What follows belongs to an exercise in optimizing a design on an open flow for small area, a short achievable clock period and few clock cycles per item; a production flow would make more cautious choices.
Where RTL was checked, it was by simulation tests only, not by an equivalence proof against the original.
Power is estimated from default activity; no workload was simulated.

==> flow/design.v (excerpt) <==
module matrixTpu (
    input  logic         clk,
    input  logic         rst,
    input  logic [13:0]  wrReq,     
    input  logic         start,
    output logic         busy,
    output logic [70:0]  result,    
    output logic         done
);
export LEC_CHECK = 0
export ABC_AREA = 1
export ABC_CLOCK_PERIOD_IN_PS = 2200
export CAP_MARGIN = 20
export CORE_MARGIN = 2
export CORE_UTILIZATION = 40
export CTS_CLUSTER_DIAMETER = 100
export CTS_CLUSTER_SIZE = 30
export SETUP_SLACK_MARGIN = 3.3
export SLEW_MARGIN = 20
create_clock -name core_clock -period 5.5 [get_ports {clk}]
run.sh (not shown) runs the stock make flow with config.mk's settings and CLKGATE_MAP_FILE= SYNTH_SCRIPT=/design/flow/synth_recipe.tcl, a recipe that flattens the netlist after the stock synthesis.
Testbench counts at the start, summed over its fixed seeds: cycles 2,944, jobs 128.
Then changed:
--- a/flow/design.v
+++ b/flow/design.v
@@ -198,28 +198,29 @@
         repNeed = 1'b0;
         repRow  = '0;
         for (int r = 3; r >= 0; r--) begin
             if (!em[r]) begin
                 repNeed = 1'b1;
                 repRow  = r[1:0];
             end
         end
     end
-    logic       injRepD;
     assign injRep = bsy && phase == 2'd3 && !hv[HWork] && !(|pend) && repNeed
-                    && repOk && repRow == repRowD && !injRepD;
+                    && repOk && repRow == repRowD;
     logic       inj;
     logic [1:0] injRow, injK;
     assign inj    = aAcc || injRep;
     assign injRow = bsy ? repRow : wrAddr[3:2];
     assign injK   = bsy ? rk     : wrAddr[1:0];
+    logic [1:0] rkN;
+    assign rkN = injRep ? rk + 2'd1 : rk;
     always_ff @(posedge clk) begin
-        repA <= aMem[{repRow, rk}];
+        repA <= aMem[{repRow, rkN}];
     end
     logic [1:0] hrNext [0:3];
     always_comb begin
         for (int h = 0; h < 4; h++) hrNext[h] = hr[h];
         if (copy) hrNext[copyTo] = hr[HWork];
         if (load) hrNext[HOut] = hr[src];
         if (cmpl) hrNext[HWork] = p1r;
     end
     always_ff @(posedge clk) begin
@@ -233,25 +234,23 @@
             pend    <= '0;
             bldG    <= 1'b0;
             curR    <= '0;
             nxtK    <= '0;
             r0v     <= 1'b0;
             p1v     <= 1'b0;
             rk      <= '0;
             repOk   <= 1'b0;
             repRowD <= '0;
-            injRepD <= 1'b0;
         end else begin
             r0v     <= inj;
             p1v     <= r0v;
             repOk   <= bsy;
             repRowD <= repRow;
-            injRepD <= injRep;
             if (injRep) rk <= rk + 2'd1;
             if (p1v) hv[HWork] <= 1'b0;
             if (copy) begin
                 hv[copyTo] <= 1'b1;
                 hv[HWork]  <= 1'b0;
             end
             if (load) begin
                 hv[HOut] <= 1'b1;
                 hv[src]  <= 1'b0;
@@ -328,48 +327,49 @@
             .c   (cy)
         );
         always_ff @(posedge clk) begin
             p1s[c*16 +: 16] <= s;
             p1c[c*16 +: 16] <= cy;
         end
     end
     localparam logic [16:0] FreshBase = 17'd44032;
     logic [67:0] ws;                
-    logic [15:0] wc;                
+    logic [19:0] wc;                
     logic [67:0] wsNew;
-    logic [15:0] wcNew;
+    logic [19:0] wcNew;
     for (genvar c = 0; c < 4; c++) begin : gAcc
         logic [16:0] bs, ps, pc, x, y;
-        logic [4:1]  bc;
+        logic [5:1]  bc;
         assign bs = p1fresh ? FreshBase : ws[c*17 +: 17];
-        assign bc = p1fresh ? 4'd0      : wc[c*4 +: 4];
+        assign bc = p1fresh ? 5'd0      : wc[c*5 +: 5];
         assign ps = {1'b0, p1s[c*16 +: 16]};
         assign pc = {1'b0, p1c[c*16 +: 16]};
         assign x = bs ^ ps ^ pc;
         assign y = {(bs[15:0] & ps[15:0]) | (bs[15:0] & pc[15:0]) | (ps[15:0] & pc[15:0]), 1'b0};
-        assign {wcNew[c*4 + 0], wsNew[c*17 +  0 +: 4]} = {1'b0, x[3:0]}   + {1'b0, y[3:0]};
-        assign {wcNew[c*4 + 1], wsNew[c*17 +  4 +: 4]} = {1'b0, x[7:4]}   + {1'b0, y[7:4]}   + {4'd0, bc[1]};
-        assign {wcNew[c*4 + 2], wsNew[c*17 +  8 +: 4]} = {1'b0, x[11:8]}  + {1'b0, y[11:8]}  + {4'd0, bc[2]};
-        assign {wcNew[c*4 + 3], wsNew[c*17 + 12 +: 4]} = {1'b0, x[15:12]} + {1'b0, y[15:12]} + {4'd0, bc[3]};
-        assign wsNew[c*17 + 16] = x[16] ^ y[16] ^ bc[4];
+        assign {wcNew[c*5 + 0], wsNew[c*17 +  0 +: 3]} = {1'b0, x[2:0]}   + {1'b0, y[2:0]};
+        assign {wcNew[c*5 + 1], wsNew[c*17 +  3 +: 3]} = {1'b0, x[5:3]}   + {1'b0, y[5:3]}   + {3'd0, bc[1]};
+        assign {wcNew[c*5 + 2], wsNew[c*17 +  6 +: 3]} = {1'b0, x[8:6]}   + {1'b0, y[8:6]}   + {3'd0, bc[2]};
+        assign {wcNew[c*5 + 3], wsNew[c*17 +  9 +: 3]} = {1'b0, x[11:9]}  + {1'b0, y[11:9]}  + {3'd0, bc[3]};
+        assign {wcNew[c*5 + 4], wsNew[c*17 + 12 +: 3]} = {1'b0, x[14:12]} + {1'b0, y[14:12]} + {3'd0, bc[4]};
+        assign wsNew[c*17 + 15 +: 2] = x[16:15] + y[16:15] + {1'b0, bc[5]};
     end
     always_ff @(posedge clk) begin
         if (p1v) begin
             ws <= wsNew;
             wc <= wcNew;
         end
     end
     logic [63:0] fin;
     logic [63:0] slotA, slotB;
     for (genvar c = 0; c < 4; c++) begin : gFin
         logic [16:0] sum;
-        assign sum = ws[c*17 +: 17] + {wc[c*4 + 3], 3'd0, wc[c*4 + 2], 3'd0,
-                                       wc[c*4 + 1], 3'd0, wc[c*4 + 0], 4'd0};
+        assign sum = ws[c*17 +: 17] + {1'b0, wc[c*5 + 4], 2'd0, wc[c*5 + 3], 2'd0,
+                                       wc[c*5 + 2], 2'd0, wc[c*5 + 1], 2'd0, wc[c*5 + 0], 3'd0};
         assign fin[c*16 +: 16] = sum[16] ? 16'd0 : sum[15:0];    
     end
     always_ff @(posedge clk) begin
         if (copy && copyTo == HA) slotA <= fin;
         if (copy && copyTo == HB) slotB <= fin;
     end
     logic        outValid, doneR;
     logic [1:0]  outRow;
     logic [63:0] outData;
=> Worst hold slack improved by 4.5 ps; fmax decreases by 1.8%; total power increases by about 7%; register-to-register slack barely changes; setup slack got worse by 43 ps; cell area increases by 3.7%; clock skew increases by 28 ps; cell count increases by about 0.6%.
Function not checked in the second run of this note: the RTL went through the layout flow alone.

afterwards: timing with drivers on the ports:
In the flow no input, the clock included, has a driving cell. The finished layouts below were timed again as built, in two steps.
Step 1 (the two cells are an assumption about what drives the block):
set clk [get_ports {clk}]
set_driving_cell -lib_cell sky130_fd_sc_hd__clkbuf_16 $clk
set_driving_cell -lib_cell sky130_fd_sc_hd__buf_2 [delete_from_list [all_inputs] $clk]
Step 2 moves the port delays by t, midway between the first and last clock arrival at a register: inputs arrive t later, outputs are due t later. That takes back most of the time a late clock gives input paths.
a / b / c = no drivers / after step 1 / after step 2; a / b = the first two.
| run | t, ns | setup slack, ns | worst register clock-pin slew, ns |
|---|---|---|---|
| the first run | 0.703 | 3.130 / 3.073 / 2.691 | 0.12 / 0.12 |
| the second run | 0.704 | 3.087 / 3.024 / 2.610 | 0.12 / 0.12 |
After both steps every run listed still meets setup and hold. The setup slack of the second run, which loses most, moves by -0.063 ns with the drivers and by -0.477 ns with both steps.
